Background: an optimization exercise with open tools, aiming at small area and a short achievable clock period. Do not read the settings as production practice. The RTL was checked by simulation tests, not by an equivalence proof against the original design. Power figures rest on the tool's default switching activity, not on a simulated workload.

==> design.v <==
`default_nettype none
package alu_fmt_pkg;
    localparam int lane_count = 4;
    localparam int opnd_w = 8;
    localparam int prod_w = 16;
    localparam int res_w = 26;
endpackage
`default_nettype wire
`default_nettype none
module mul8s (
    input  logic [7:0]  a,
    input  logic [3:0]  one,
    input  logic [3:0]  two,
    input  logic [3:0]  neg,
    output logic [15:0] p
);
    logic pp1, pp2, pp3, pp4, pp5, pp6, pp7, pp8, pp9, pp10, pp11, pp12, pp13, pp14, pp15, pp16, pp17, pp18, pp19, pp20, pp21, pp22, pp23, pp24, pp25, pp26, pp27, pp28, pp29, pp30, pp31, pp32, pp33, pp34, pp35, pp36, ns37, ns38, ns39, ns40, s41, c42, s43, c44, s45, c46, s47, c48, s49, c50, s51, c52, s53, c54, s55, c56, s57, c58, s59, c60, s61, c62, s63, c64, s65, c66, s67, c68, s69, c70, s71, c72, s73, c74, s75, c76, s77, c78, s79, c80, s81, c82, s83, c84, s85, c86, s87, c88;
    logic [15:0] r0, r1;
    assign pp1 = ((one[0] & a[0])) ^ neg[0];
    assign pp2 = ((one[0] & a[1]) | (two[0] & a[0])) ^ neg[0];
    assign pp3 = ((one[0] & a[2]) | (two[0] & a[1])) ^ neg[0];
    assign pp4 = ((one[0] & a[3]) | (two[0] & a[2])) ^ neg[0];
    assign pp5 = ((one[0] & a[4]) | (two[0] & a[3])) ^ neg[0];
    assign pp6 = ((one[0] & a[5]) | (two[0] & a[4])) ^ neg[0];
    assign pp7 = ((one[0] & a[6]) | (two[0] & a[5])) ^ neg[0];
    assign pp8 = ((one[0] & a[7]) | (two[0] & a[6])) ^ neg[0];
    assign pp9 = ((one[0] & a[7]) | (two[0] & a[7])) ^ neg[0];
    assign pp10 = ((one[1] & a[0])) ^ neg[1];
    assign pp11 = ((one[1] & a[1]) | (two[1] & a[0])) ^ neg[1];
    assign pp12 = ((one[1] & a[2]) | (two[1] & a[1])) ^ neg[1];
    assign pp13 = ((one[1] & a[3]) | (two[1] & a[2])) ^ neg[1];
    assign pp14 = ((one[1] & a[4]) | (two[1] & a[3])) ^ neg[1];
    assign pp15 = ((one[1] & a[5]) | (two[1] & a[4])) ^ neg[1];
    assign pp16 = ((one[1] & a[6]) | (two[1] & a[5])) ^ neg[1];
    assign pp17 = ((one[1] & a[7]) | (two[1] & a[6])) ^ neg[1];
    assign pp18 = ((one[1] & a[7]) | (two[1] & a[7])) ^ neg[1];
    assign pp19 = ((one[2] & a[0])) ^ neg[2];
    assign pp20 = ((one[2] & a[1]) | (two[2] & a[0])) ^ neg[2];
    assign pp21 = ((one[2] & a[2]) | (two[2] & a[1])) ^ neg[2];
    assign pp22 = ((one[2] & a[3]) | (two[2] & a[2])) ^ neg[2];
    assign pp23 = ((one[2] & a[4]) | (two[2] & a[3])) ^ neg[2];
    assign pp24 = ((one[2] & a[5]) | (two[2] & a[4])) ^ neg[2];
    assign pp25 = ((one[2] & a[6]) | (two[2] & a[5])) ^ neg[2];
    assign pp26 = ((one[2] & a[7]) | (two[2] & a[6])) ^ neg[2];
    assign pp27 = ((one[2] & a[7]) | (two[2] & a[7])) ^ neg[2];
    assign pp28 = ((one[3] & a[0])) ^ neg[3];
    assign pp29 = ((one[3] & a[1]) | (two[3] & a[0])) ^ neg[3];
    assign pp30 = ((one[3] & a[2]) | (two[3] & a[1])) ^ neg[3];
    assign pp31 = ((one[3] & a[3]) | (two[3] & a[2])) ^ neg[3];
    assign pp32 = ((one[3] & a[4]) | (two[3] & a[3])) ^ neg[3];
    assign pp33 = ((one[3] & a[5]) | (two[3] & a[4])) ^ neg[3];
    assign pp34 = ((one[3] & a[6]) | (two[3] & a[5])) ^ neg[3];
    assign pp35 = ((one[3] & a[7]) | (two[3] & a[6])) ^ neg[3];
    assign pp36 = ((one[3] & a[7]) | (two[3] & a[7])) ^ neg[3];
    assign ns37 = ~pp9;
    assign ns38 = ~pp18;
    assign ns39 = ~pp27;
    assign ns40 = ~pp36;
    ha_cell u_s41 (.a(neg[3]), .b(pp7), .s(s41), .co(c42));
    ha_cell u_s43 (.a(pp8), .b(pp15), .s(s43), .co(c44));
    assign {c46, s45} = 1'b1 + pp16 + pp23;
    assign {c48, s47} = 1'b1 + pp17;
    ha_cell u_s49 (.a(neg[2]), .b(pp5), .s(s49), .co(c50));
    ha_cell u_s51 (.a(pp6), .b(pp13), .s(s51), .co(c52));
    fa_cell u_s53 (.a(pp14), .b(pp21), .c(pp28), .s(s53), .co(c54));
    fa_cell u_s55 (.a(pp22), .b(pp29), .c(c42), .s(s55), .co(c56));
    fa_cell u_s57 (.a(pp30), .b(ns37), .c(c44), .s(s57), .co(c58));
    fa_cell u_s59 (.a(pp24), .b(pp31), .c(s47), .s(s59), .co(c60));
    fa_cell u_s61 (.a(pp25), .b(pp32), .c(ns38), .s(s61), .co(c62));
    assign {c64, s63} = 1'b1 + pp26;
    ha_cell u_s65 (.a(neg[1]), .b(pp3), .s(s65), .co(c66));
    ha_cell u_s67 (.a(pp4), .b(pp11), .s(s67), .co(c68));
    fa_cell u_s69 (.a(pp12), .b(pp19), .c(s49), .s(s69), .co(c70));
    fa_cell u_s71 (.a(pp20), .b(c50), .c(s51), .s(s71), .co(c72));
    fa_cell u_s73 (.a(c52), .b(s41), .c(s53), .s(s73), .co(c74));
    fa_cell u_s75 (.a(s43), .b(c54), .c(s55), .s(s75), .co(c76));
    fa_cell u_s77 (.a(s45), .b(c56), .c(s57), .s(s77), .co(c78));
    fa_cell u_s79 (.a(c46), .b(c58), .c(s59), .s(s79), .co(c80));
    fa_cell u_s81 (.a(c48), .b(s61), .c(c60), .s(s81), .co(c82));
    fa_cell u_s83 (.a(pp33), .b(s63), .c(c62), .s(s83), .co(c84));
    fa_cell u_s85 (.a(pp34), .b(ns39), .c(c64), .s(s85), .co(c86));
    assign {c88, s87} = 1'b1 + pp35;
    assign r0 = {1'b1, c88, c86, c84, c82, c80, c78, c76, c74, c72, c70, c68, c66, s65, pp2, neg[0]};
    assign r1 = {1'b0, ns40, s87, s85, s83, s81, s79, s77, s75, s73, s71, s69, s67, pp10, 1'b0, pp1};
    mul8s_add u_add (.a(r0), .b(r1), .y(p));
endmodule
module booth_enc (
    input  logic [7:0] x,
    output logic [3:0] one,
    output logic [3:0] two,
    output logic [3:0] neg
);
    logic [8:0] xe;
    assign xe = {x, 1'b0};
    always_comb begin
        for (int j = 0; j < 4; j++) begin
            one[j] = xe[2*j+1] ^ xe[2*j];
            two[j] = (xe[2*j+2] & ~xe[2*j+1] & ~xe[2*j]) | (~xe[2*j+2] & xe[2*j+1] & xe[2*j]);
            neg[j] = xe[2*j+2];
        end
    end
endmodule
module fa_cell (
    input  logic a,
    input  logic b,
    input  logic c,
    output logic s,
    output logic co
);
    assign {co, s} = a + b + c;
endmodule
module ha_cell (
    input  logic a,
    input  logic b,
    output logic s,
    output logic co
);
    assign {co, s} = a + b;
endmodule
`default_nettype wire
`default_nettype none
module sum4g (
    input  logic [15:0] t0,
    input  logic [15:0] t1,
    input  logic [15:0] t2,
    input  logic [15:0] t3,
    input  logic [2:0]  e,
    input  logic [2:0]  en,
    output logic [17:0] y
);
    logic g1, g2, g3, g4, g5, g6, g7, g8, g9, g10, g11, g12, g13, g14, g15, g16, g17, g18, g19, g20, g21, g22, g23, g24, g25, g26, g27, g28, g29, g30, g31, g32, g33, g34, g35, g36, g37, g38, g39, g40, g41, g42, g43, g44, g45, g46, g47, g48, g49, s50, c51, s52, c53, s54, c55, s56, c57, s58, c59, s60, c61, s62, c63, s64, c65, s66, c67, s68, c69, s70, c71, s72, c73, s74, c75, s76, c77, s78, c79, s80, c81, s82, c83, s84, c85, s86, c87, s88, c89, s90, c91, s92, c93, s94, c95, s96, c97, s98, c99, s100, c101, s102, c103, s104, c105, s106, c107, s108, c109, s110, c111, s112, c113;
    logic [17:0] r0, r1;
    assign g1 = ~t0[15];
    assign g2 = e[0] & t1[0];
    assign g3 = e[0] & t1[1];
    assign g4 = e[0] & t1[2];
    assign g5 = e[0] & t1[3];
    assign g6 = e[0] & t1[4];
    assign g7 = e[0] & t1[5];
    assign g8 = e[0] & t1[6];
    assign g9 = e[0] & t1[7];
    assign g10 = ~en[0] & t1[8];
    assign g11 = ~en[0] & t1[9];
    assign g12 = ~en[0] & t1[10];
    assign g13 = ~en[0] & t1[11];
    assign g14 = ~en[0] & t1[12];
    assign g15 = ~en[0] & t1[13];
    assign g16 = ~en[0] & t1[14];
    assign g17 = ~(~en[0] & t1[15]);
    assign g18 = e[1] & t2[0];
    assign g19 = e[1] & t2[1];
    assign g20 = e[1] & t2[2];
    assign g21 = e[1] & t2[3];
    assign g22 = e[1] & t2[4];
    assign g23 = e[1] & t2[5];
    assign g24 = e[1] & t2[6];
    assign g25 = e[1] & t2[7];
    assign g26 = ~en[1] & t2[8];
    assign g27 = ~en[1] & t2[9];
    assign g28 = ~en[1] & t2[10];
    assign g29 = ~en[1] & t2[11];
    assign g30 = ~en[1] & t2[12];
    assign g31 = ~en[1] & t2[13];
    assign g32 = ~en[1] & t2[14];
    assign g33 = ~(~en[1] & t2[15]);
    assign g34 = e[2] & t3[0];
    assign g35 = e[2] & t3[1];
    assign g36 = e[2] & t3[2];
    assign g37 = e[2] & t3[3];
    assign g38 = e[2] & t3[4];
    assign g39 = e[2] & t3[5];
    assign g40 = e[2] & t3[6];
    assign g41 = e[2] & t3[7];
    assign g42 = ~en[2] & t3[8];
    assign g43 = ~en[2] & t3[9];
    assign g44 = ~en[2] & t3[10];
    assign g45 = ~en[2] & t3[11];
    assign g46 = ~en[2] & t3[12];
    assign g47 = ~en[2] & t3[13];
    assign g48 = ~en[2] & t3[14];
    assign g49 = ~(~en[2] & t3[15]);
    ha_cell u_s50 (.a(t0[0]), .b(g2), .s(s50), .co(c51));
    fa_cell u_s52 (.a(t0[1]), .b(g3), .c(g19), .s(s52), .co(c53));
    fa_cell u_s54 (.a(t0[2]), .b(g4), .c(g20), .s(s54), .co(c55));
    fa_cell u_s56 (.a(t0[3]), .b(g5), .c(g21), .s(s56), .co(c57));
    fa_cell u_s58 (.a(t0[4]), .b(g6), .c(g22), .s(s58), .co(c59));
    fa_cell u_s60 (.a(t0[5]), .b(g7), .c(g23), .s(s60), .co(c61));
    fa_cell u_s62 (.a(t0[6]), .b(g8), .c(g24), .s(s62), .co(c63));
    fa_cell u_s64 (.a(t0[7]), .b(g9), .c(g25), .s(s64), .co(c65));
    fa_cell u_s66 (.a(t0[8]), .b(g10), .c(g26), .s(s66), .co(c67));
    fa_cell u_s68 (.a(t0[9]), .b(g11), .c(g27), .s(s68), .co(c69));
    fa_cell u_s70 (.a(t0[10]), .b(g12), .c(g28), .s(s70), .co(c71));
    fa_cell u_s72 (.a(t0[11]), .b(g13), .c(g29), .s(s72), .co(c73));
    fa_cell u_s74 (.a(t0[12]), .b(g14), .c(g30), .s(s74), .co(c75));
    fa_cell u_s76 (.a(t0[13]), .b(g15), .c(g31), .s(s76), .co(c77));
    fa_cell u_s78 (.a(t0[14]), .b(g16), .c(g32), .s(s78), .co(c79));
    fa_cell u_s80 (.a(g1), .b(g17), .c(g33), .s(s80), .co(c81));
    ha_cell u_s82 (.a(g18), .b(g34), .s(s82), .co(c83));
    fa_cell u_s84 (.a(g35), .b(c51), .c(s52), .s(s84), .co(c85));
    fa_cell u_s86 (.a(g36), .b(c53), .c(s54), .s(s86), .co(c87));
    fa_cell u_s88 (.a(g37), .b(c55), .c(s56), .s(s88), .co(c89));
    fa_cell u_s90 (.a(g38), .b(c57), .c(s58), .s(s90), .co(c91));
    fa_cell u_s92 (.a(g39), .b(c59), .c(s60), .s(s92), .co(c93));
    fa_cell u_s94 (.a(g40), .b(c61), .c(s62), .s(s94), .co(c95));
    fa_cell u_s96 (.a(g41), .b(c63), .c(s64), .s(s96), .co(c97));
    fa_cell u_s98 (.a(g42), .b(c65), .c(s66), .s(s98), .co(c99));
    fa_cell u_s100 (.a(g43), .b(c67), .c(s68), .s(s100), .co(c101));
    fa_cell u_s102 (.a(g44), .b(c69), .c(s70), .s(s102), .co(c103));
    fa_cell u_s104 (.a(g45), .b(c71), .c(s72), .s(s104), .co(c105));
    fa_cell u_s106 (.a(g46), .b(c73), .c(s74), .s(s106), .co(c107));
    fa_cell u_s108 (.a(g47), .b(c75), .c(s76), .s(s108), .co(c109));
    fa_cell u_s110 (.a(g48), .b(c77), .c(s78), .s(s110), .co(c111));
    fa_cell u_s112 (.a(g49), .b(c79), .c(s80), .s(s112), .co(c113));
    assign r0 = {1'b1, c113, c111, c109, c107, c105, c103, c101, c99, c97, c95, c93, c91, c89, c87, c85, c83, s82};
    assign r1 = {1'b0, c81, s112, s110, s108, s106, s104, s102, s100, s98, s96, s94, s92, s90, s88, s86, s84, s50};
    sum4g_add u_add (.a(r0), .b(r1), .y(y));
endmodule
module sum2g (
    input  logic [15:0] t0,
    input  logic [15:0] t1,
    input  logic [0:0]  e,
    input  logic [0:0]  en,
    output logic [16:0] y
);
    logic g1, g2, g3, g4, g5, g6, g7, g8, g9, g10, g11, g12, g13, g14, g15, g16, g17;
    logic [16:0] r0, r1;
    assign g1 = ~t0[15];
    assign g2 = e[0] & t1[0];
    assign g3 = e[0] & t1[1];
    assign g4 = e[0] & t1[2];
    assign g5 = e[0] & t1[3];
    assign g6 = e[0] & t1[4];
    assign g7 = e[0] & t1[5];
    assign g8 = e[0] & t1[6];
    assign g9 = e[0] & t1[7];
    assign g10 = ~en[0] & t1[8];
    assign g11 = ~en[0] & t1[9];
    assign g12 = ~en[0] & t1[10];
    assign g13 = ~en[0] & t1[11];
    assign g14 = ~en[0] & t1[12];
    assign g15 = ~en[0] & t1[13];
    assign g16 = ~en[0] & t1[14];
    assign g17 = ~(~en[0] & t1[15]);
    assign r0 = {1'b1, g1, t0[14], t0[13], t0[12], t0[11], t0[10], t0[9], t0[8], t0[7], t0[6], t0[5], t0[4], t0[3], t0[2], t0[1], t0[0]};
    assign r1 = {1'b0, g17, g16, g15, g14, g13, g12, g11, g10, g9, g8, g7, g6, g5, g4, g3, g2};
    sum2g_add u_add (.a(r0), .b(r1), .y(y));
endmodule
`default_nettype wire
`default_nettype none
module mul8s_add (
    input  logic [15:0] a,
    input  logic [15:0] b,
    output logic [15:0] y
);
    logic [15:0] ai, bi;
    assign ai = {1'b1, a[14], a[13], a[12], a[11], a[10], a[9], a[8], a[7], a[6], a[5], a[4], a[3], a[2], a[1], a[0]};
    assign bi = {1'b0, b[14], b[13], b[12], b[11], b[10], b[9], b[8], b[7], b[6], b[5], b[4], b[3], b[2], 1'b0, b[0]};
    logic [15:0] cp, cg, cc;
    assign cp = ai ^ bi;
    assign cg = ai & bi;
    logic kg1, kp1;
    assign kg1 = cg[1] | (cp[1] & cg[0]);
    assign kp1 = cp[1] & cp[0];
    logic kg2, kp2;
    assign kg2 = cg[2] | (cp[2] & cg[1]);
    assign kp2 = cp[2] & cp[1];
    logic kg3, kp3;
    assign kg3 = cg[3] | (cp[3] & cg[2]);
    assign kp3 = cp[3] & cp[2];
    logic kg4, kp4;
    assign kg4 = cg[4] | (cp[4] & cg[3]);
    assign kp4 = cp[4] & cp[3];
    logic kg5, kp5;
    assign kg5 = cg[5] | (cp[5] & cg[4]);
    assign kp5 = cp[5] & cp[4];
    logic kg6, kp6;
    assign kg6 = cg[6] | (cp[6] & cg[5]);
    assign kp6 = cp[6] & cp[5];
    logic kg7, kp7;
    assign kg7 = cg[7] | (cp[7] & cg[6]);
    assign kp7 = cp[7] & cp[6];
    logic kg8, kp8;
    assign kg8 = cg[8] | (cp[8] & cg[7]);
    assign kp8 = cp[8] & cp[7];
    logic kg9, kp9;
    assign kg9 = cg[9] | (cp[9] & cg[8]);
    assign kp9 = cp[9] & cp[8];
    logic kg10, kp10;
    assign kg10 = cg[10] | (cp[10] & cg[9]);
    assign kp10 = cp[10] & cp[9];
    logic kg11, kp11;
    assign kg11 = cg[11] | (cp[11] & cg[10]);
    assign kp11 = cp[11] & cp[10];
    logic kg12, kp12;
    assign kg12 = cg[12] | (cp[12] & cg[11]);
    assign kp12 = cp[12] & cp[11];
    logic kg13, kp13;
    assign kg13 = cg[13] | (cp[13] & cg[12]);
    assign kp13 = cp[13] & cp[12];
    logic kg14, kp14;
    assign kg14 = cg[14] | (cp[14] & cg[13]);
    assign kp14 = cp[14] & cp[13];
    logic kg15, kp15;
    assign kg15 = cg[15] | (cp[15] & cg[14]);
    assign kp15 = cp[15] & cp[14];
    logic kg16, kp16;
    assign kg16 = kg2 | (kp2 & cg[0]);
    assign kp16 = kp2 & cp[0];
    logic kg17, kp17;
    assign kg17 = kg3 | (kp3 & kg1);
    assign kp17 = kp3 & kp1;
    logic kg18, kp18;
    assign kg18 = kg4 | (kp4 & kg2);
    assign kp18 = kp4 & kp2;
    logic kg19, kp19;
    assign kg19 = kg5 | (kp5 & kg3);
    assign kp19 = kp5 & kp3;
    logic kg20, kp20;
    assign kg20 = kg6 | (kp6 & kg4);
    assign kp20 = kp6 & kp4;
    logic kg21, kp21;
    assign kg21 = kg7 | (kp7 & kg5);
    assign kp21 = kp7 & kp5;
    logic kg22, kp22;
    assign kg22 = kg8 | (kp8 & kg6);
    assign kp22 = kp8 & kp6;
    logic kg23, kp23;
    assign kg23 = kg9 | (kp9 & kg7);
    assign kp23 = kp9 & kp7;
    logic kg24, kp24;
    assign kg24 = kg10 | (kp10 & kg8);
    assign kp24 = kp10 & kp8;
    logic kg25, kp25;
    assign kg25 = kg11 | (kp11 & kg9);
    assign kp25 = kp11 & kp9;
    logic kg26, kp26;
    assign kg26 = kg12 | (kp12 & kg10);
    assign kp26 = kp12 & kp10;
    logic kg27, kp27;
    assign kg27 = kg13 | (kp13 & kg11);
    assign kp27 = kp13 & kp11;
    logic kg28, kp28;
    assign kg28 = kg14 | (kp14 & kg12);
    assign kp28 = kp14 & kp12;
    logic kg29, kp29;
    assign kg29 = kg15 | (kp15 & kg13);
    assign kp29 = kp15 & kp13;
    logic kg30, kp30;
    assign kg30 = kg18 | (kp18 & cg[0]);
    assign kp30 = kp18 & cp[0];
    logic kg31, kp31;
    assign kg31 = kg19 | (kp19 & kg1);
    assign kp31 = kp19 & kp1;
    logic kg32, kp32;
    assign kg32 = kg20 | (kp20 & kg16);
    assign kp32 = kp20 & kp16;
    logic kg33, kp33;
    assign kg33 = kg21 | (kp21 & kg17);
    assign kp33 = kp21 & kp17;
    logic kg34, kp34;
    assign kg34 = kg22 | (kp22 & kg18);
    assign kp34 = kp22 & kp18;
    logic kg35, kp35;
    assign kg35 = kg23 | (kp23 & kg19);
    assign kp35 = kp23 & kp19;
    logic kg36, kp36;
    assign kg36 = kg24 | (kp24 & kg20);
    assign kp36 = kp24 & kp20;
    logic kg37, kp37;
    assign kg37 = kg25 | (kp25 & kg21);
    assign kp37 = kp25 & kp21;
    logic kg38, kp38;
    assign kg38 = kg26 | (kp26 & kg22);
    assign kp38 = kp26 & kp22;
    logic kg39, kp39;
    assign kg39 = kg27 | (kp27 & kg23);
    assign kp39 = kp27 & kp23;
    logic kg40, kp40;
    assign kg40 = kg28 | (kp28 & kg24);
    assign kp40 = kp28 & kp24;
    logic kg41, kp41;
    assign kg41 = kg29 | (kp29 & kg25);
    assign kp41 = kp29 & kp25;
    logic kg42, kp42;
    assign kg42 = kg34 | (kp34 & cg[0]);
    assign kp42 = kp34 & cp[0];
    logic kg43, kp43;
    assign kg43 = kg35 | (kp35 & kg1);
    assign kp43 = kp35 & kp1;
    logic kg44, kp44;
    assign kg44 = kg36 | (kp36 & kg16);
    assign kp44 = kp36 & kp16;
    logic kg45, kp45;
    assign kg45 = kg37 | (kp37 & kg17);
    assign kp45 = kp37 & kp17;
    logic kg46, kp46;
    assign kg46 = kg38 | (kp38 & kg30);
    assign kp46 = kp38 & kp30;
    logic kg47, kp47;
    assign kg47 = kg39 | (kp39 & kg31);
    assign kp47 = kp39 & kp31;
    logic kg48, kp48;
    assign kg48 = kg40 | (kp40 & kg32);
    assign kp48 = kp40 & kp32;
    logic kg49, kp49;
    assign kg49 = kg41 | (kp41 & kg33);
    assign kp49 = kp41 & kp33;
    assign cc[0] = 1'b0;
    assign cc[1] = cg[0];
    assign cc[2] = kg1;
    assign cc[3] = kg16;
    assign cc[4] = kg17;
    assign cc[5] = kg30;
    assign cc[6] = kg31;
    assign cc[7] = kg32;
    assign cc[8] = kg33;
    assign cc[9] = kg42;
    assign cc[10] = kg43;
    assign cc[11] = kg44;
    assign cc[12] = kg45;
    assign cc[13] = kg46;
    assign cc[14] = kg47;
    assign cc[15] = kg48;
    assign y = cp ^ cc;
endmodule
module sum4g_add (
    input  logic [17:0] a,
    input  logic [17:0] b,
    output logic [17:0] y
);
    logic [17:0] ai, bi;
    assign ai = {1'b1, a[16], a[15], a[14], a[13], a[12], a[11], a[10], a[9], a[8], a[7], a[6], a[5], a[4], a[3], a[2], a[1], a[0]};
    assign bi = {1'b0, b[16], b[15], b[14], b[13], b[12], b[11], b[10], b[9], b[8], b[7], b[6], b[5], b[4], b[3], b[2], b[1], b[0]};
    logic [17:0] cp, cg, cc;
    assign cp = ai ^ bi;
    assign cg = ai & bi;
    logic kg1, kp1;
    assign kg1 = cg[1] | (cp[1] & cg[0]);
    assign kp1 = cp[1] & cp[0];
    logic kg2, kp2;
    assign kg2 = cg[2] | (cp[2] & cg[1]);
    assign kp2 = cp[2] & cp[1];
    logic kg3, kp3;
    assign kg3 = cg[3] | (cp[3] & cg[2]);
    assign kp3 = cp[3] & cp[2];
    logic kg4, kp4;
    assign kg4 = cg[4] | (cp[4] & cg[3]);
    assign kp4 = cp[4] & cp[3];
    logic kg5, kp5;
    assign kg5 = cg[5] | (cp[5] & cg[4]);
    assign kp5 = cp[5] & cp[4];
    logic kg6, kp6;
    assign kg6 = cg[6] | (cp[6] & cg[5]);
    assign kp6 = cp[6] & cp[5];
    logic kg7, kp7;
    assign kg7 = cg[7] | (cp[7] & cg[6]);
    assign kp7 = cp[7] & cp[6];
    logic kg8, kp8;
    assign kg8 = cg[8] | (cp[8] & cg[7]);
    assign kp8 = cp[8] & cp[7];
    logic kg9, kp9;
    assign kg9 = cg[9] | (cp[9] & cg[8]);
    assign kp9 = cp[9] & cp[8];
    logic kg10, kp10;
    assign kg10 = cg[10] | (cp[10] & cg[9]);
    assign kp10 = cp[10] & cp[9];
    logic kg11, kp11;
    assign kg11 = cg[11] | (cp[11] & cg[10]);
    assign kp11 = cp[11] & cp[10];
    logic kg12, kp12;
    assign kg12 = cg[12] | (cp[12] & cg[11]);
    assign kp12 = cp[12] & cp[11];
    logic kg13, kp13;
    assign kg13 = cg[13] | (cp[13] & cg[12]);
    assign kp13 = cp[13] & cp[12];
    logic kg14, kp14;
    assign kg14 = cg[14] | (cp[14] & cg[13]);
    assign kp14 = cp[14] & cp[13];
    logic kg15, kp15;
    assign kg15 = cg[15] | (cp[15] & cg[14]);
    assign kp15 = cp[15] & cp[14];
    logic kg16, kp16;
    assign kg16 = cg[16] | (cp[16] & cg[15]);
    assign kp16 = cp[16] & cp[15];
    logic kg17, kp17;
    assign kg17 = cg[17] | (cp[17] & cg[16]);
    assign kp17 = cp[17] & cp[16];
    logic kg18, kp18;
    assign kg18 = kg2 | (kp2 & cg[0]);
    assign kp18 = kp2 & cp[0];
    logic kg19, kp19;
    assign kg19 = kg3 | (kp3 & kg1);
    assign kp19 = kp3 & kp1;
    logic kg20, kp20;
    assign kg20 = kg4 | (kp4 & kg2);
    assign kp20 = kp4 & kp2;
    logic kg21, kp21;
    assign kg21 = kg5 | (kp5 & kg3);
    assign kp21 = kp5 & kp3;
    logic kg22, kp22;
    assign kg22 = kg6 | (kp6 & kg4);
    assign kp22 = kp6 & kp4;
    logic kg23, kp23;
    assign kg23 = kg7 | (kp7 & kg5);
    assign kp23 = kp7 & kp5;
    logic kg24, kp24;
    assign kg24 = kg8 | (kp8 & kg6);
    assign kp24 = kp8 & kp6;
    logic kg25, kp25;
    assign kg25 = kg9 | (kp9 & kg7);
    assign kp25 = kp9 & kp7;
    logic kg26, kp26;
    assign kg26 = kg10 | (kp10 & kg8);
    assign kp26 = kp10 & kp8;
    logic kg27, kp27;
    assign kg27 = kg11 | (kp11 & kg9);
    assign kp27 = kp11 & kp9;
    logic kg28, kp28;
    assign kg28 = kg12 | (kp12 & kg10);
    assign kp28 = kp12 & kp10;
    logic kg29, kp29;
    assign kg29 = kg13 | (kp13 & kg11);
    assign kp29 = kp13 & kp11;
    logic kg30, kp30;
    assign kg30 = kg14 | (kp14 & kg12);
    assign kp30 = kp14 & kp12;
    logic kg31, kp31;
    assign kg31 = kg15 | (kp15 & kg13);
    assign kp31 = kp15 & kp13;
    logic kg32, kp32;
    assign kg32 = kg16 | (kp16 & kg14);
    assign kp32 = kp16 & kp14;
    logic kg33, kp33;
    assign kg33 = kg17 | (kp17 & kg15);
    assign kp33 = kp17 & kp15;
    logic kg34, kp34;
    assign kg34 = kg20 | (kp20 & cg[0]);
    assign kp34 = kp20 & cp[0];
    logic kg35, kp35;
    assign kg35 = kg21 | (kp21 & kg1);
    assign kp35 = kp21 & kp1;
    logic kg36, kp36;
    assign kg36 = kg22 | (kp22 & kg18);
    assign kp36 = kp22 & kp18;
    logic kg37, kp37;
    assign kg37 = kg23 | (kp23 & kg19);
    assign kp37 = kp23 & kp19;
    logic kg38, kp38;
    assign kg38 = kg24 | (kp24 & kg20);
    assign kp38 = kp24 & kp20;
    logic kg39, kp39;
    assign kg39 = kg25 | (kp25 & kg21);
    assign kp39 = kp25 & kp21;
    logic kg40, kp40;
    assign kg40 = kg26 | (kp26 & kg22);
    assign kp40 = kp26 & kp22;
    logic kg41, kp41;
    assign kg41 = kg27 | (kp27 & kg23);
    assign kp41 = kp27 & kp23;
    logic kg42, kp42;
    assign kg42 = kg28 | (kp28 & kg24);
    assign kp42 = kp28 & kp24;
    logic kg43, kp43;
    assign kg43 = kg29 | (kp29 & kg25);
    assign kp43 = kp29 & kp25;
    logic kg44, kp44;
    assign kg44 = kg30 | (kp30 & kg26);
    assign kp44 = kp30 & kp26;
    logic kg45, kp45;
    assign kg45 = kg31 | (kp31 & kg27);
    assign kp45 = kp31 & kp27;
    logic kg46, kp46;
    assign kg46 = kg32 | (kp32 & kg28);
    assign kp46 = kp32 & kp28;
    logic kg47, kp47;
    assign kg47 = kg33 | (kp33 & kg29);
    assign kp47 = kp33 & kp29;
    logic kg48, kp48;
    assign kg48 = kg38 | (kp38 & cg[0]);
    assign kp48 = kp38 & cp[0];
    logic kg49, kp49;
    assign kg49 = kg39 | (kp39 & kg1);
    assign kp49 = kp39 & kp1;
    logic kg50, kp50;
    assign kg50 = kg40 | (kp40 & kg18);
    assign kp50 = kp40 & kp18;
    logic kg51, kp51;
    assign kg51 = kg41 | (kp41 & kg19);
    assign kp51 = kp41 & kp19;
    logic kg52, kp52;
    assign kg52 = kg42 | (kp42 & kg34);
    assign kp52 = kp42 & kp34;
    logic kg53, kp53;
    assign kg53 = kg43 | (kp43 & kg35);
    assign kp53 = kp43 & kp35;
    logic kg54, kp54;
    assign kg54 = kg44 | (kp44 & kg36);
    assign kp54 = kp44 & kp36;
    logic kg55, kp55;
    assign kg55 = kg45 | (kp45 & kg37);
    assign kp55 = kp45 & kp37;
    logic kg56, kp56;
    assign kg56 = kg46 | (kp46 & kg38);
    assign kp56 = kp46 & kp38;
    logic kg57, kp57;
    assign kg57 = kg47 | (kp47 & kg39);
    assign kp57 = kp47 & kp39;
    logic kg58, kp58;
    assign kg58 = kg56 | (kp56 & cg[0]);
    assign kp58 = kp56 & cp[0];
    logic kg59, kp59;
    assign kg59 = kg57 | (kp57 & kg1);
    assign kp59 = kp57 & kp1;
    assign cc[0] = 1'b0;
    assign cc[1] = cg[0];
    assign cc[2] = kg1;
    assign cc[3] = kg18;
    assign cc[4] = kg19;
    assign cc[5] = kg34;
    assign cc[6] = kg35;
    assign cc[7] = kg36;
    assign cc[8] = kg37;
    assign cc[9] = kg48;
    assign cc[10] = kg49;
    assign cc[11] = kg50;
    assign cc[12] = kg51;
    assign cc[13] = kg52;
    assign cc[14] = kg53;
    assign cc[15] = kg54;
    assign cc[16] = kg55;
    assign cc[17] = kg58;
    assign y = cp ^ cc;
endmodule
module sum2g_add (
    input  logic [16:0] a,
    input  logic [16:0] b,
    output logic [16:0] y
);
    logic [16:0] ai, bi;
    assign ai = {1'b1, a[15], a[14], a[13], a[12], a[11], a[10], a[9], a[8], a[7], a[6], a[5], a[4], a[3], a[2], a[1], a[0]};
    assign bi = {1'b0, b[15], b[14], b[13], b[12], b[11], b[10], b[9], b[8], b[7], b[6], b[5], b[4], b[3], b[2], b[1], b[0]};
    logic [16:0] cp, cg, cc;
    assign cp = ai ^ bi;
    assign cg = ai & bi;
    logic kg1, kp1;
    assign kg1 = cg[1] | (cp[1] & cg[0]);
    assign kp1 = cp[1] & cp[0];
    logic kg2, kp2;
    assign kg2 = cg[3] | (cp[3] & cg[2]);
    assign kp2 = cp[3] & cp[2];
    logic kg3, kp3;
    assign kg3 = cg[5] | (cp[5] & cg[4]);
    assign kp3 = cp[5] & cp[4];
    logic kg4, kp4;
    assign kg4 = cg[7] | (cp[7] & cg[6]);
    assign kp4 = cp[7] & cp[6];
    logic kg5, kp5;
    assign kg5 = cg[9] | (cp[9] & cg[8]);
    assign kp5 = cp[9] & cp[8];
    logic kg6, kp6;
    assign kg6 = cg[11] | (cp[11] & cg[10]);
    assign kp6 = cp[11] & cp[10];
    logic kg7, kp7;
    assign kg7 = cg[13] | (cp[13] & cg[12]);
    assign kp7 = cp[13] & cp[12];
    logic kg8, kp8;
    assign kg8 = cg[15] | (cp[15] & cg[14]);
    assign kp8 = cp[15] & cp[14];
    logic kg9, kp9;
    assign kg9 = kg2 | (kp2 & kg1);
    assign kp9 = kp2 & kp1;
    logic kg10, kp10;
    assign kg10 = kg4 | (kp4 & kg3);
    assign kp10 = kp4 & kp3;
    logic kg11, kp11;
    assign kg11 = kg6 | (kp6 & kg5);
    assign kp11 = kp6 & kp5;
    logic kg12, kp12;
    assign kg12 = kg8 | (kp8 & kg7);
    assign kp12 = kp8 & kp7;
    logic kg13, kp13;
    assign kg13 = kg10 | (kp10 & kg9);
    assign kp13 = kp10 & kp9;
    logic kg14, kp14;
    assign kg14 = kg12 | (kp12 & kg11);
    assign kp14 = kp12 & kp11;
    logic kg15, kp15;
    assign kg15 = kg14 | (kp14 & kg13);
    assign kp15 = kp14 & kp13;
    logic kg16, kp16;
    assign kg16 = kg11 | (kp11 & kg13);
    assign kp16 = kp11 & kp13;
    logic kg17, kp17;
    assign kg17 = kg3 | (kp3 & kg9);
    assign kp17 = kp3 & kp9;
    logic kg18, kp18;
    assign kg18 = kg5 | (kp5 & kg13);
    assign kp18 = kp5 & kp13;
    logic kg19, kp19;
    assign kg19 = kg7 | (kp7 & kg16);
    assign kp19 = kp7 & kp16;
    logic kg20, kp20;
    assign kg20 = cg[2] | (cp[2] & kg1);
    assign kp20 = cp[2] & kp1;
    logic kg21, kp21;
    assign kg21 = cg[4] | (cp[4] & kg9);
    assign kp21 = cp[4] & kp9;
    logic kg22, kp22;
    assign kg22 = cg[6] | (cp[6] & kg17);
    assign kp22 = cp[6] & kp17;
    logic kg23, kp23;
    assign kg23 = cg[8] | (cp[8] & kg13);
    assign kp23 = cp[8] & kp13;
    logic kg24, kp24;
    assign kg24 = cg[10] | (cp[10] & kg18);
    assign kp24 = cp[10] & kp18;
    logic kg25, kp25;
    assign kg25 = cg[12] | (cp[12] & kg16);
    assign kp25 = cp[12] & kp16;
    logic kg26, kp26;
    assign kg26 = cg[14] | (cp[14] & kg19);
    assign kp26 = cp[14] & kp19;
    logic kg27, kp27;
    assign kg27 = cg[16] | (cp[16] & kg15);
    assign kp27 = cp[16] & kp15;
    assign cc[0] = 1'b0;
    assign cc[1] = cg[0];
    assign cc[2] = kg1;
    assign cc[3] = kg20;
    assign cc[4] = kg9;
    assign cc[5] = kg21;
    assign cc[6] = kg17;
    assign cc[7] = kg22;
    assign cc[8] = kg13;
    assign cc[9] = kg23;
    assign cc[10] = kg18;
    assign cc[11] = kg24;
    assign cc[12] = kg16;
    assign cc[13] = kg25;
    assign cc[14] = kg19;
    assign cc[15] = kg26;
    assign cc[16] = kg15;
    assign y = cp ^ cc;
endmodule
`default_nettype wire
`default_nettype none
module matvec_alu_top (
    input  logic        clk,
    input  logic        rst,
    input  logic        in_valid,
    input  logic [31:0] mat_word,
    input  logic [31:0] vec_word,
    input  logic [2:0]  pattern,
    output logic        out_valid,
    output logic [25:0] res_0,
    output logic [25:0] res_1,
    output logic [25:0] res_2,
    output logic [25:0] res_3
);
    logic        v1, v2;
    logic [2:0]  b1;
    always_ff @(posedge clk or negedge rst) begin
        if (!rst) begin
            v1        <= 1'b0;
            v2        <= 1'b0;
            out_valid <= 1'b0;
        end else begin
            v1        <= in_valid;
            v2        <= v1;
            out_valid <= v2;
        end
    end
    logic [31:0] m1;
    logic [3:0]  e_one [4], e_two [4], e_neg [4];
    logic [3:0]  one1 [4], two1 [4], neg1 [4];
    for (genvar gi = 0; gi < 4; gi++) begin : g_enc
        booth_enc u_enc (.x(vec_word[31-8*gi -: 8]), .one(e_one[gi]), .two(e_two[gi]), .neg(e_neg[gi]));
    end
    always_ff @(posedge clk) begin
        m1 <= mat_word;
        for (int i = 0; i < 4; i++) begin
            one1[i] <= e_one[i];
            two1[i] <= e_two[i];
            neg1[i] <= e_neg[i];
        end
        b1 <= pattern;
    end
    logic [15:0] q [4];
    logic [15:0] p [4];
    logic [3:0]  g;
    logic [3:0]  gn;
    logic [2:0]  b2;
    for (genvar gi = 0; gi < 4; gi++) begin : g_mul
        mul8s u_mul (.a(m1[31-8*gi -: 8]), .one(one1[gi]), .two(two1[gi]), .neg(neg1[gi]), .p(q[gi]));
    end
    always_ff @(posedge clk) begin
        for (int i = 0; i < 4; i++) begin
            p[i] <= q[i];
        end
        g  <= {~b1[2], ~b1[1] & ~b1[2], ~b1[1], ~b1[0]};
        gn <= {b1[2], b1[1] | b1[2], b1[1], b1[0]};
        b2 <= b1;
    end
    logic [17:0] y_n, y3;
    logic [16:0] u_n, u3;
    logic [15:0] p0_3, p3_3;
    sum4g u_y (.t0(p[1]), .t1(p[0]), .t2(p[2]), .t3(p[3]), .e(g[2:0]), .en(gn[2:0]), .y(y_n));
    sum2g u_u (.t0(p[2]), .t1(p[3]), .e(g[3]), .en(gn[3]), .y(u_n));
    logic z0n, c1y, c1u, c1p, c2u, c2p, c3p;
    logic c1un, c1pn, c2un, c2pn, c3pn;
    always_ff @(posedge clk) begin
        y3   <= y_n;
        u3   <= u_n;
        p0_3 <= p[0];
        p3_3 <= p[3];
        z0n  <= ~b2[0];
        c1y  <= b2[0];
        c1u  <= ~b2[0] & b2[1];
        c1p  <= ~b2[0] & ~b2[1] & b2[2];
        c2u  <= b2[0] & b2[1];
        c2p  <= b2[2] & (b2[0] ^ b2[1]);
        c3p  <= &b2;
        c1un <= ~(~b2[0] & b2[1]);
        c1pn <= ~(~b2[0] & ~b2[1] & b2[2]);
        c2un <= ~(b2[0] & b2[1]);
        c2pn <= ~(b2[2] & (b2[0] ^ b2[1]));
        c3pn <= ~(&b2);
    end
    logic [17:0] s0, s1, s2, s3;
    always_comb begin
        s0 = z0n ? y3 : 18'($signed(p0_3));
        s1 = ({18{c1y}} & y3) | ({{9{~c1un}}, {9{c1u}}} & 18'($signed(u3)))
           | ({{9{~c1pn}}, {9{c1p}}} & 18'($signed(p3_3)));
        s2 = ({{9{~c2un}}, {9{c2u}}} & 18'($signed(u3))) | ({{9{~c2pn}}, {9{c2p}}} & 18'($signed(p3_3)));
        s3 = {{9{~c3pn}}, {9{c3p}}} & 18'($signed(p3_3));
    end
    assign res_0 = 26'($signed(s0));
    assign res_1 = 26'($signed(s1));
    assign res_2 = 26'($signed(s2));
    assign res_3 = 26'($signed(s3));
endmodule
`default_nettype wire
==> flow/run.sh <==
#!/bin/bash
# standard layout, with plain buf_1 cells as the port buffers
set -euo pipefail
export BUFFER_PORTS_ARGS="-buffer_cell sky130_fd_sc_hd__buf_1"
bash standard.sh > standard.log 2>&1
==> standard.sh <==
#!/bin/bash
# synth_recipe.tcl (not shown) runs the flow's synth.tcl, then flattens the netlist and writes it again
# the make line also repeats each setting of config.mk as NAME=value (left out here)
make -C /OpenROAD-flow-scripts/flow DESIGN_CONFIG=/design/flow/config.mk WORK_HOME=/design/flow/orfs CLKGATE_MAP_FILE= SYNTH_SCRIPT=/design/flow/synth_recipe.tcl "${@:-finish}"
==> config.mk <==
export PLATFORM = sky130hd
export DESIGN_NAME = matvec_alu_top
export DESIGN_NICKNAME = matvec_alu_top
export VERILOG_FILES = /design/flow/design.v
export SDC_FILE = /design/flow/constraint.sdc
export NUM_CORES = 4
export LEC_CHECK = 0
export CAP_MARGIN = 20
export CORE_MARGIN = 2
export CORE_UTILIZATION = 60
export SETUP_SLACK_MARGIN = 1.9
export SLEW_MARGIN = 20
export SYNTH_HIERARCHICAL = 1
==> constraint.sdc <==
create_clock -name core_clock -period 5.2 [get_ports {clk}]
set_input_delay 1.0400 -clock core_clock [delete_from_list [all_inputs] [get_ports {clk}]]
set_output_delay 1.0400 -clock core_clock [all_outputs]
set_load 0.01 [all_outputs]
==> results of run 1 <==
-- per-stage QoR --
stage | instances | power [uW] | hold WS, ns | setup slack [ns]
final | 2060 | 12400 | 0.294 | 1.99
after floorplan | 1636 | 8490 | 0.323 | 2.02
after detailed placement | 2004 | 10000 | 0.336 | 1.73
after CTS | 2055 | 12100 | 0.279 | 1.90
after global routing | 2060 | 13500 | 0.288 | 1.82
after global placement | 2004 | 9950 | 0.344 | 1.77
-- metal layers --
| metal | up-vias | GRT usage | routed length (um) |
|---|---|---|---|
| li1 | 5727 | - | - |
| met1 | 5601 | 0.311 | 15500 |
| met2 | 288 | 0.469 | 18700 |
| met3 | 68 | 0.0255 | 1180 |
| met4 | 0 | 0.0686 | 909 |
| met5 | - | 0 | 0 |
-- cell usage in the layout, fill, tap and decap left out, drive strengths merged, types with 6 or more instances in the layout --
cell type  instances
a211o              6
a211oi            21
a21o              18
a21oi             45
a222oi             9
a22o               9
a22oi            116
a31oi             16
and2              46
and3               9
buf              181
clkbuf            37
dfxtp            234
fa                95
ha               125
inv               86
mux2              15
nand2             76
nand2b            31
nand3             19
nand3b             8
nor2              59
nor2b             34
nor3              17
nor4               8
o2111ai            9
o211ai            10
o21ai             65
o21bai            16
o221ai             6
o22ai             15
xnor2            155
xor2              78
-- registers in the layout, indices dropped and copies added (netlist names), 2 cells and up --
name	cells
b2	2
p0_3	16
one1	16
u3	17
b1	3
p3_3	16
neg1	16
m1	32
gn	2
p	64
y3	18
two1	16
g	4
-- worst paths after layout --
path | start | endpoint | slack (ns) | cells past startpoint
setup reg to reg | m1[31]$_DFF_P_ | p[0][13]$_DFF_P_ | 1.99 | 11
setup / recovery | m1[31]$_DFF_P_ | p[0][13]$_DFF_P_ | 1.99 | 11
min in group core_clock | v1$_DFF_PN0_ | v2$_DFF_PN0_ | 0.36 | 0
hold reg to reg | v1$_DFF_PN0_ | v2$_DFF_PN0_ | 0.36 | 0
hold / removal | rst | v2$_DFF_PN0_ | 0.29 | 1
max in group asynchronous | rst | out_valid$_DFF_PN0_ | 4.76 | 1
-- repair_timing --
action / CTS / global route
pin swaps: 3 / 17
buffers inserted: 2 / 5
resized for setup: 57 / 78
setup endpoints to repair: 26 / 25
-- power by group --
group          internal [uW]  leakage, uW  switching, uW
clock network           1200     0.000458            745
logic                   3330      0.00479           4130
registers               2480      0.00201            525
-- cell type report --
cell class | instances | area, um2
fill | 2213 | 9030
multi-input combinational | 1168 | 10500
clock inverter | 12 | 151
sequential | 237 | 4890
clock buffer | 37 | 783
tap | 341 | 427
inverter | 84 | 315
timing repair buffer | 181 | 706
==> run notes, run 1 <==
outcome - no timing/DRC/antenna violations
CP bufs+invs - 0
CP peak stage delay - 0.54 ns
Detailed Route WL - 36,200 um
Pwr Density - 699 nW/um2
period utilization - 0.618
DR pass1 iterations - 6
Worst Hold Class - primary input to asynchronous set/reset pin
CTS Hold Bufs - 0
Post-Synthesis Cells - 1,636
grt ovf - 0
CTS H-Tree Depth - 1
Starting Density - 0.607
share of cells above drive strength 1 - 0.130
# setup viols final - 0
Die H - 169 um
syn_nets - 1,926
I/O Buffers - 174
first-pass GRT wire length - 58,500 um
die width - 169 um
CP max-delay cell - fa_1
unrepaired setup endpoints after global routing - true
DRC Markers - 0
die area - 28,500 um2
Avg Inst Size Synth - 9.95 um2
crit-path leading delay family - adder cells
LEAKAGE - 0.00726 uW
Worst Tran Pin Value - 0.856 ns
TritonCTS clock tree - yes
Core ar. - 26,800 um2
Slew headroom - 0.428
vias per cell - 5.67
clock skew - 0.0159 ns
CP max FO - 8
crit end category - flop
peak supply drop - 360 uV
area grow syn2layout - 9.18%
critical path class - flop to flop
post-route ant nets - 0
CP Cell Sequence - a22oi_2, xnor2_1, ha_2, fa_1, fa_1, ha_4, a21oi_4, o22ai_2, a211oi_2, mux2i_1, o2111ai_1
number of max-cap violations - 0
final instance area - 17,800 um2
nets - 1,989
Max Freq - 0.311 GHz
CP startpoint kind - flop
Root Driver - clkbuf_16
Area after DPL - 16,400 um2
Synth Warn # - 20
vias in the first global route - 11,641
Slew Limit Fails - 0
fin util - 0.663
worst path required time - 5.61 ns
Initial DRC Count - 688
GP Congestion - 0.919
wire length per cell - 17.6 um
row count - 60
Worst-path clk slew - 0.06 ns
# IOs - 175
clock latency (worst-skew pair) - 0.54 ns
area of the mapped netlist - 16,300 um2
GRT Util Overall - 0.252
initial antenna violation count - 0
largest net degree at the start of global routing - 20
TritonCTS Sinks - 237
crit path DAT - 3.62 ns
final hold violation count - 0
Longest Clk Path Bufs - 3
routed via count - 11,684
TritonCTS Buffers - 27
Critical Path Most Common Cell - fa_1
post-DP HPWL - 28,700 um
ANT cells - 0
Final min period - 3.21 ns
TNS Setup - 0 ns
==> inputs of run 2 (changes only) <==
--- a/config.mk
+++ b/config.mk
@@ -9,3 +9,4 @@
 export CORE_MARGIN = 2
-export CORE_UTILIZATION = 60
+export CORE_UTILIZATION = 40
+export CTS_CLUSTER_SIZE = 30
 export SETUP_SLACK_MARGIN = 1.9
==> run 2 against run 1 <==
- still clean on timing, DRC and antenna
- core utilization down 21 points
- first-iteration DRC count grew 17%
- final cell count grew 8.7%
- non-clock buffer count decreased by 3
- setup slack got worse by 0.0077 ns
- sequential power about the same
- final area increased by 0.87%
- routed wire length up 7.2%
- critical path depth stayed put
- clock skew shrank 0.0029 ns
- critical path type unchanged
==> run notes, run 2 <==
outcome - no timing/DRC/antenna violations
CP max FO - 8 (unchanged)
Critical Path Most Common Cell - fa_1
vias in the first global route - 11,571 (-0.60%)
fin util - 0.449 (-0.214)
TritonCTS Buffers - 27 (unchanged)
Core ar. - 39,900 um2 (+49%)
die width - 206 um (+22%)
die area - 42,300 um2 (+49%)
initial antenna violation count - 3 (+3)
TritonCTS clock tree - yes
worst path required time - 5.62 ns (about the same)
CTS H-Tree Depth - 1 (unchanged)
Most flops, register - p
area of the mapped netlist - 16,300 um2 (unchanged)
DR pass1 iterations - 7 (+1)
most common cell after layout, fill and taps aside - buf_1
final hold violation count - 0 (unchanged)
Longest Clk Path Bufs - 3 (unchanged)
Initial DRC Count - 806 (+17%)
Final min period - 3.22 ns (+0.00766 ns)
CP bufs+invs - 0 (unchanged)
vias per cell - 5.25 (-7.5%)
share of cells above drive strength 1 - 0.134 (+0.00322)
Worst Tran Pin Value - 0.833 ns (-0.0236 ns)
GRT Util Overall - 0.181 (-0.0710)
TritonCTS Sinks - 237 (unchanged)
Register Area - 4880 um2 (-0.15%)
crit-path leading delay family - adder cells
critical path class - flop to flop
CTS Hold Bufs - 0 (unchanged)
post-DP HPWL - 31,000 um (+7.8%)
clock skew - 0.0130 ns (-0.00291 ns)
routed via count - 11,750 (+0.56%)
crit path DAT - 3.64 ns (+0.02 ns)
Die H - 206 um (+22%)
CP Cell Sequence - a22oi_1, xnor2_1, ha_1, fa_1, fa_1, ha_2, a21oi_2, a21oi_1, a211oi_4, o21bai_1, xor2_1
grt ovf - 0 (unchanged)
unrepaired setup endpoints after global routing - true
Avg Inst Size Synth - 9.95 um2 (unchanged)
nets - 1,986 (-0.15%)
Slew headroom - 0.444 (+0.0161)
crit end category - flop
Synth Warn # - 20 (unchanged)
wire length per cell - 17.3 um (-1.4%)
most frequent cells in the layout - buf_1, xnor2_1, dfxtp_1
Root Driver - clkbuf_16
clock latency (worst-skew pair) - 0.55 ns (about the same)
largest net degree at the start of global routing - 20 (unchanged)
Pwr Density - 693 nW/um2 (-0.92%)
DRC Markers - 0 (unchanged)
Filler cells - 3,771 (+70%)
Worst Hold Class - primary input to asynchronous set/reset pin
LEAKAGE - 0.00721 uW (-0.62%)
Detailed Route WL - 38,900 um (+7.2%)
CP max-delay cell - fa_1
Starting Density - 0.408 (-0.200)
peak supply drop - 318 uV (-12%)
Slew Limit Fails - 0 (unchanged)
CP peak stage delay - 0.52 ns (-0.02 ns)
ANT cells - 0 (unchanged)
CP startpoint kind - flop
# IOs - 175 (unchanged)
first-pass GRT wire length - 60,800 um (+4.0%)
number of max-cap violations - 0 (unchanged)
Post-Synthesis Cells - 1,636 (unchanged)
biggest regs - p x64, m1 x32, y3 x18
I/O Buffers - 174 (unchanged)
post-route ant nets - 0 (unchanged)
multi-input logic area - 10,500 um2 (+0.17%)
period utilization - 0.619 (+0.00147)
area grow syn2layout - 10.1%
syn_nets - 1,926 (unchanged)
GP Congestion - 0.881 (-4.1%)
Worst-path clk slew - 0.06 ns (about the same)
# setup viols final - 0 (unchanged)
Max Freq - 0.311 GHz (-0.24%)
worst-case hold slack - 0.288 ns (-0.00617 ns)
TNS Setup - 0 ns (unchanged)
row count - 73 (+22%)
Largest register FFs - 64 (unchanged)
## run 2: cell type report
type / instances / area share
multi-input combinational: 1168 / 0.587
timing repair buffer: 178 / 0.0381
clock inverter: 11 / 0.00607
inverter: 84 / 0.0176
clock buffer: 37 / 0.0426
sequential: 237 / 0.272
tap: 525 / 0.0366
## run 2: path summary, 6_finish.rpt
kind	slack [ns]	end	startpoint	cells past startpoint
setup / recovery	1.98	p[2][12]$_DFF_P_	m1[14]$_DFF_P_	11
hold / removal	0.29	out_valid$_DFF_PN0_	rst	1
setup reg to reg	1.98	p[2][12]$_DFF_P_	m1[14]$_DFF_P_	11
hold reg to reg	0.35	v2$_DFF_PN0_	v1$_DFF_PN0_	0
max in group asynchronous	4.76	v1$_DFF_PN0_	rst	1
min in group core_clock	0.35	v2$_DFF_PN0_	v1$_DFF_PN0_	0
## run 2: per-stage QoR
| stage | cells | setup slack (ns) | instance area, um2 | power [uW] |
|---|---|---|---|---|
| floorplan | 1636 | 2.02 | 16300 | 8490 |
| global placement | 2188 | 1.82 | 16700 | 10100 |
| detailed placement | 2188 | 1.71 | 16700 | 10100 |
| CTS | 2240 | 1.87 | 17600 | 12200 |
| global route | 2240 | 1.88 | 17900 | 13500 |
| finish | 2240 | 1.98 | 17900 | 12400 |
## run 2: per-layer routing
metal  vias up  wire length, um  global-route usage  share of wire
met4         0              984              0.0542          0.025
li1       5741                -                   -              -
met3        52             2300              0.0290          0.059
met1      5614            17400               0.240           0.45
met2       343            18200               0.303           0.47
met5         -                0                   0              0
## run 2: worst reg2reg max path, stage by stage, from the launching register on
cell	delay (ns)
dfxtp_4	0.38
a22oi_1	0.23
xnor2_1	0.11
ha_1	0.20
fa_1	0.39
fa_1	0.52
ha_2	0.31
a21oi_2	0.20
a21oi_1	0.14
a211oi_4	0.32
o21bai_1	0.14
xor2_1	0.15
## run 2: repair_timing
item                                    CTS  global route
buffers inserted                          4             0
gates resized for setup                  57            85
pin swaps                                 5            14
endpoints found under the setup margin   19            40
## run 2: report_power, final
group	internal [uW]	switching, uW	total (uW)	leakage [uW]
combinational	3310	4230	7550	0.00477
sequential	2480	531	3020	0.00201
clock	1080	770	1850	0.000428
total	6880	5530	12400	0.00721
==> inputs of run 3 (changes only) <==
--- a/config.mk
+++ b/config.mk
@@ -10,2 +10,3 @@
 export CORE_UTILIZATION = 40
+export CTS_CLUSTER_DIAMETER = 100
 export CTS_CLUSTER_SIZE = 30
==> run 3 against run 2 <==
- still clean on timing, DRC and antenna
- hold slack better by 0.050 ns
- clock power fell by 32%
- total power decreased by 5.1%
- count of clock-buffer cells in the layout shrank 21
- routed wire length decreased by 0.98%
- via count shrank 0.83%
- setup slack about the same
- global-route usage down 0.34 points
- core utilization is 0.96 points lower
- combinational power is essentially flat
- maximum frequency barely moved
- area after synthesis is the same
- critical path type unchanged
- critical endpoint is now p[2][13]$_DFF_P_
- largest cell class unchanged
- largest power group unchanged
==> run notes, run 3 <==
R2R Path End - p[2][13]$_DFF_P_
TNS Setup - 0 ns (unchanged)
die width - 206 um (unchanged)
most common cell after layout, fill and taps aside - buf_1
GP Congestion - 0.881 (unchanged)
number of max-cap violations - 0 (unchanged)
Final WS setup - 1.98 ns (+0.000160 ns)
Worst-path clk slew - 0.10 ns (+0.04 ns)
unrepaired setup endpoints after global routing - true
crit path DAT - 3.60 ns (-0.04 ns)
Synth Warn # - 20 (unchanged)
Root Driver - clkbuf_16
FF-to-FF path depth - 11 (unchanged)
Slew Limit Fails - 0 (unchanged)
Detailed Route WL - 38,500 um (-0.98%)
# IOs - 175 (unchanged)
nets - 1,973 (-0.65%)
share of cells above drive strength 1 - 0.122 (-0.0110)
Max Freq - 0.311 GHz (about the same)
peak supply drop - 329 uV (+3.3%)
ANT cells - 0 (unchanged)
final hold violation count - 0 (unchanged)
Core ar. - 39,900 um2 (unchanged)
LEAKAGE - 0.00703 uW (-2.6%)
largest net degree at the start of global routing - 31 (+55%)
grt ovf - 0 (unchanged)
most frequent cells in the layout - buf_1, xnor2_1, dfxtp_1
Worst Tran Pin Value - 0.813 ns (-0.0200 ns)
Worst Hold Class - primary input to asynchronous set/reset pin
CP startpoint kind - flop
area of the mapped netlist - 16,300 um2 (unchanged)
vias in the first global route - 11,388 (-1.6%)
Critical Path Sink - p[2][13]$_DFF_P_
routed via count - 11,652 (-0.83%)
Largest register FFs - 64 (unchanged)
Setup crit start - one1[2][0]$_DFF_P_
I/O Buffers - 174 (unchanged)
DRC Markers - 0 (unchanged)
reg2reg start - one1[2][0]$_DFF_P_
Slew headroom - 0.457 (+0.0134)
Avg Inst Size Synth - 9.95 um2 (unchanged)
first-pass GRT wire length - 59,900 um (-1.5%)
Final min period - 3.22 ns (-0.000160 ns)
wire length per cell - 17.4 um (+0.14%)
Starting Density - 0.408 (unchanged)
die area - 42,300 um2 (unchanged)
syn_nets - 1,926 (unchanged)
Longest Clk Path Bufs - 3 (unchanged)
period utilization - 0.619 (about the same)
TritonCTS Buffers - 14 (-48%)
Post-Synthesis Cells - 1,636 (unchanged)
CTS H-Tree Depth - 1 (unchanged)
initial antenna violation count - 3 (unchanged)
Initial DRC Count - 775 (-3.8%)
Die H - 206 um (unchanged)
area grow syn2layout - 7.79%
biggest regs - p x64, m1 x32, y3 x18
vias per cell - 5.26 (+0.29%)
CP max FO - 9 (+1)
outcome - no timing/DRC/antenna violations
worst path required time - 5.58 ns (-0.04 ns)
row count - 73 (unchanged)
Setup WS pre-CTS - 1.71 ns (unchanged)
TritonCTS Sinks - 237 (unchanged)
clock latency (worst-skew pair) - 0.50 ns (-0.05 ns)
clock skew - 0.0256 ns (+0.0126 ns)
# setup viols final - 0 (unchanged)
TritonCTS clock tree - yes
post-DP HPWL - 31,000 um (unchanged)
post-route ant nets - 0 (unchanged)
crit end category - flop
Most flops, register - p
Pwr Density - 672 nW/um2 (-3.0%)
Reg2Reg Setup Slack - 1.98 ns (about the same)
DR pass1 iterations - 7 (unchanged)
GRT Util Overall - 0.178 (-0.00335)
critical path class - flop to flop
-- run 3: cell type report --
class	instances	area [um2]
fillers	3807	22400
multi-input cells	1168	10500
flip-flops and latches	237	4890
repair buffers	178	683
well taps	525	657
clock buffers	16	379
inverters	84	315
clock inverters	7	111
-- run 3: worst min-delay path by stage --
stage / startpoint / endpoint / slack (ns) / depth (start not counted)
2_1_floorplan: p[0][0]$_DFF_P_ / p0_3[0]$_DFF_P_ / 0.32 / 0
3_3_place_gp: p[0][2]$_DFF_P_ / p0_3[2]$_DFF_P_ / 0.33 / 0
3_5_place_dp: p[0][6]$_DFF_P_ / p0_3[6]$_DFF_P_ / 0.33 / 0
4_1_cts: rst / out_valid$_DFF_PN0_ / 0.32 / 1
5_1_grt: rst / v2$_DFF_PN0_ / 0.34 / 1
6_report: rst / out_valid$_DFF_PN0_ / 0.34 / 1
-- run 3: power breakdown --
group | internal, uW | total (uW) | switching [uW]
sequential | 2480 | 3010 | 531
clock | 571 | 1260 | 686
combinational | 3300 | 7520 | 4210
-- run 3: critical path: stages, from the launching register on --
cell and delay, ns:
dfxtp_2 0.38, a22oi_1 0.25, xnor2_1 0.12, ha_1 0.20, fa_1 0.39, fa_1 0.57
ha_4 0.23, a21oi_2 0.18, o22ai_1 0.11, a211oi_2 0.31, mux2i_1 0.24, o2111ai_1 0.13
-- run 3: metrics by stage --
step	cells	hold WS [ns]	instance area, um2	total power, uW	util
finish	2215	0.338	17500	11800	0.439
global route	2215	0.339	17500	12800	0.439
CTS	2214	0.316	17300	11600	0.433
detailed placement	2188	0.333	16700	10100	0.417
global placement	2188	0.334	16700	10100	0.417
floorplan	1636	0.323	16300	8490	-
-- run 3: timing repair --
item	CTS	global route
resized for setup	63	79
pin swaps	3	12
setup buffers	3	1
endpoints found under the setup margin	20	35
hold buffers	0	0
-- run 3: routing by layer --
metal | up-vias | part of all wire | global-route usage
li1 | 5691 | - | -
met1 | 5613 | 0.45 | 0.238
met2 | 309 | 0.47 | 0.302
met3 | 39 | 0.053 | 0.0261
met4 | 0 | 0.020 | 0.0416
met5 | - | 0 | 0
==> inputs of run 4 (changes only) <==
--- a/config.mk
+++ b/config.mk
@@ -10,4 +10,4 @@
 export CORE_UTILIZATION = 40
-export CTS_CLUSTER_DIAMETER = 100
-export CTS_CLUSTER_SIZE = 30
+export CTS_CLUSTER_DIAMETER = 200
+export CTS_CLUSTER_SIZE = 20
 export SETUP_SLACK_MARGIN = 1.9
==> run 4 against run 3 <==
- final area fell by 0.29%
- largest cell class unchanged
- final cell count decreased by 0.18%
- global-route usage up 0.27 points
- still clean
- largest power group unchanged
- critical path depth stayed put
==> run notes, run 4 <==
GP Congestion - 0.881 (unchanged)
ANT cells - 0 (unchanged)
crit path DAT - 3.57 ns (-0.03 ns)
syn_nets - 1,926 (unchanged)
CP Cell Sequence - a22oi_1, xnor2_1, ha_1, fa_1, fa_1, ha_4, a21oi_2, o22ai_1, a211oi_2, mux2i_1, o2111ai_1
crit end category - flop
unrepaired setup endpoints after global routing - true
vias per cell - 5.26 (about the same)
Largest register FFs - 64 (unchanged)
CTS H-Tree Depth - 1 (unchanged)
die area - 42,300 um2 (unchanged)
initial antenna violation count - 3 (unchanged)
period utilization - 0.617 (-0.00240)
Filler cells - 3,794 (-0.34%)
Worst-path clk slew - 0.09 ns (about the same)
clock skew - 0.0152 ns (-0.0103 ns)
vias in the first global route - 11,469 (+0.71%)
Most flops, register - p
post-route ant nets - 0 (unchanged)
TNS Setup - 0 ns (unchanged)
grt ovf - 0 (unchanged)
wire length per cell - 17.6 um (+1.4%)
TritonCTS Buffers - 15 (+1)
die width - 206 um (unchanged)
I/O Buffers - 174 (unchanged)
CP max-delay cell - fa_1
CP peak stage delay - 0.56 ns (about the same)
Avg Inst Size Synth - 9.95 um2 (unchanged)
# IOs - 175 (unchanged)
CP bufs+invs - 0 (unchanged)
Root Driver - clkbuf_16
routed via count - 11,635 (-0.15%)
CP startpoint kind - flop
GRT Util Overall - 0.181 (+0.00274)
crit-path leading delay family - adder cells
Max Freq - 0.312 GHz (+0.39%)
Slew Limit Fails - 0 (unchanged)
TritonCTS Sinks - 237 (unchanged)
most frequent cells in the layout - buf_1, xnor2_1, dfxtp_1
worst path required time - 5.56 ns (-0.02 ns)
number of max-cap violations - 0 (unchanged)
DRC Markers - 0 (unchanged)
# setup viols final - 0 (unchanged)
clock latency (worst-skew pair) - 0.50 ns (about the same)
largest net degree at the start of global routing - 22 (-29%)
Starting Density - 0.408 (unchanged)
outcome - no timing/DRC/antenna violations
Post-Synthesis Cells - 1,636 (unchanged)
CP max FO - 8 (-1)
TritonCTS clock tree - yes
final hold violation count - 0 (unchanged)
nets - 1,976 (+0.15%)
area grow syn2layout - 7.47%
Initial DRC Count - 756 (-2.5%)
share of cells above drive strength 1 - 0.121 (-0.00149)
critical path class - flop to flop
Die H - 206 um (unchanged)
peak supply drop - 316 uV (-3.7%)
reg2reg start - m1[4]$_DFF_P_
Synth Warn # - 20 (unchanged)
CTS Hold Bufs - 0 (unchanged)
row count - 73 (unchanged)
first-pass GRT wire length - 60,600 um (+1.1%)
Core ar. - 39,900 um2 (unchanged)
Setup crit start - m1[4]$_DFF_P_
Slew headroom - 0.464 (+0.00623)
Final min period - 3.21 ns (-0.0125 ns)
area of the mapped netlist - 16,300 um2 (unchanged)
Worst Hold Class - primary input to asynchronous set/reset pin
most common cell after layout, fill and taps aside - buf_1
Longest Clk Path Bufs - 3 (unchanged)
total power draw - 11,800 uW (about the same)
post-DP HPWL - 31,000 um (unchanged)
biggest regs - p x64, m1 x32, y3 x18
LEAKAGE - 0.00699 uW (-0.50%)
DR pass1 iterations - 6 (-1)
Worst Tran Pin Value - 0.796 ns (-0.0166 ns)
Detailed Route WL - 38,900 um (+1.2%)
Critical Path Most Common Cell - fa_1
Pwr Density - 673 nW/um2 (+0.23%)
[run 4: area by class of cell]
cell class | count | area [um2] | area share
clock buffer | 16 | 379 | 0.0217
sequential | 237 | 4900 | 0.280
clock inverter | 1 | 5.00 | 0.000286
timing repair buffer | 180 | 698 | 0.0399
inverter | 84 | 315 | 0.0180
tap | 525 | 657 | 0.0376
multi-input combinational | 1168 | 10500 | 0.602
[run 4: metrics by stage]
stage          cells  setup slack [ns]  hold WS [ns]  instance area (um2)  utilization
4_1_cts         2208              1.88         0.301                17200        0.430
6_report        2211              1.99         0.329                17500        0.438
3_5_place_dp    2188              1.71         0.333                16700        0.417
3_3_place_gp    2188              1.82         0.334                16700        0.417
5_1_grt         2211              1.83         0.327                17500        0.438
2_1_floorplan   1636              2.02         0.323                16300            -
[run 4: what timing repair did]
item	in CTS	in global routing
gates resized for setup	60	86
endpoints found under the setup margin	20	37
pin swaps	4	12
setup buffers	3	3
[run 4: final timing paths]
path	end	slack, ns	cells past startpoint
max in group asynchronous	v1$_DFF_PN0_	4.72	1
setup / recovery	p[3][13]$_DFF_P_	1.99	11
setup reg to reg	p[3][13]$_DFF_P_	1.99	11
hold / removal	out_valid$_DFF_PN0_	0.33	1
min in group core_clock	p0_3[2]$_DFF_P_	0.35	0
hold reg to reg	p0_3[2]$_DFF_P_	0.35	0
[run 4: report_power, final]
group          internal [uW]  switching [uW]  leakage, uW
Combinational           3360            4260      0.00479
Clock                    521             614     0.000190
Sequential              2480             533      0.00201
[run 4: routing by layer]
layer	up-vias	routed length (um)	global-route usage
met1	5575	17800	0.243
met5	-	0	0
li1	5688	-	-
met3	50	2050	0.0269
met4	0	900	0.0480
met2	322	18200	0.302

port drivers added, routing unchanged:
In the flow no input, the clock included, has a driving cell. The finished layouts below were timed again as built, in two steps. Step 1 (the two cells are an assumption about what drives the block):
set clk [get_ports {clk}]
set_driving_cell -lib_cell sky130_fd_sc_hd__clkbuf_16 $clk
set_driving_cell -lib_cell sky130_fd_sc_hd__buf_2 [delete_from_list [all_inputs] $clk]
Step 2 moves the port delays by t, midway between the first and last clock arrival at a register: inputs arrive t later, outputs are due t later. That takes back most of the time a late clock gives input paths. a / b / c = ideal ports / drivers / drivers and shift; a / b = the first two.
run	t (ns)	setup WS [ns]	hold WS [ns]	latest minus earliest clock arrival (ns)
run 1	0.585	1.989 / 1.989 / 1.989	0.294 / 0.269 / 0.359	0.017 / 0.017
run 2	0.593	1.981 / 1.955 / 1.981	0.288 / 0.261 / 0.347	0.017 / 0.017
run 3	0.540	1.981 / 1.981 / 1.981	0.338 / 0.312 / 0.354	0.034 / 0.034
run 4	0.541	1.994 / 1.994 / 1.994	0.329 / 0.298 / 0.352	0.016 / 0.016
After both steps setup and hold are still met in every run listed.
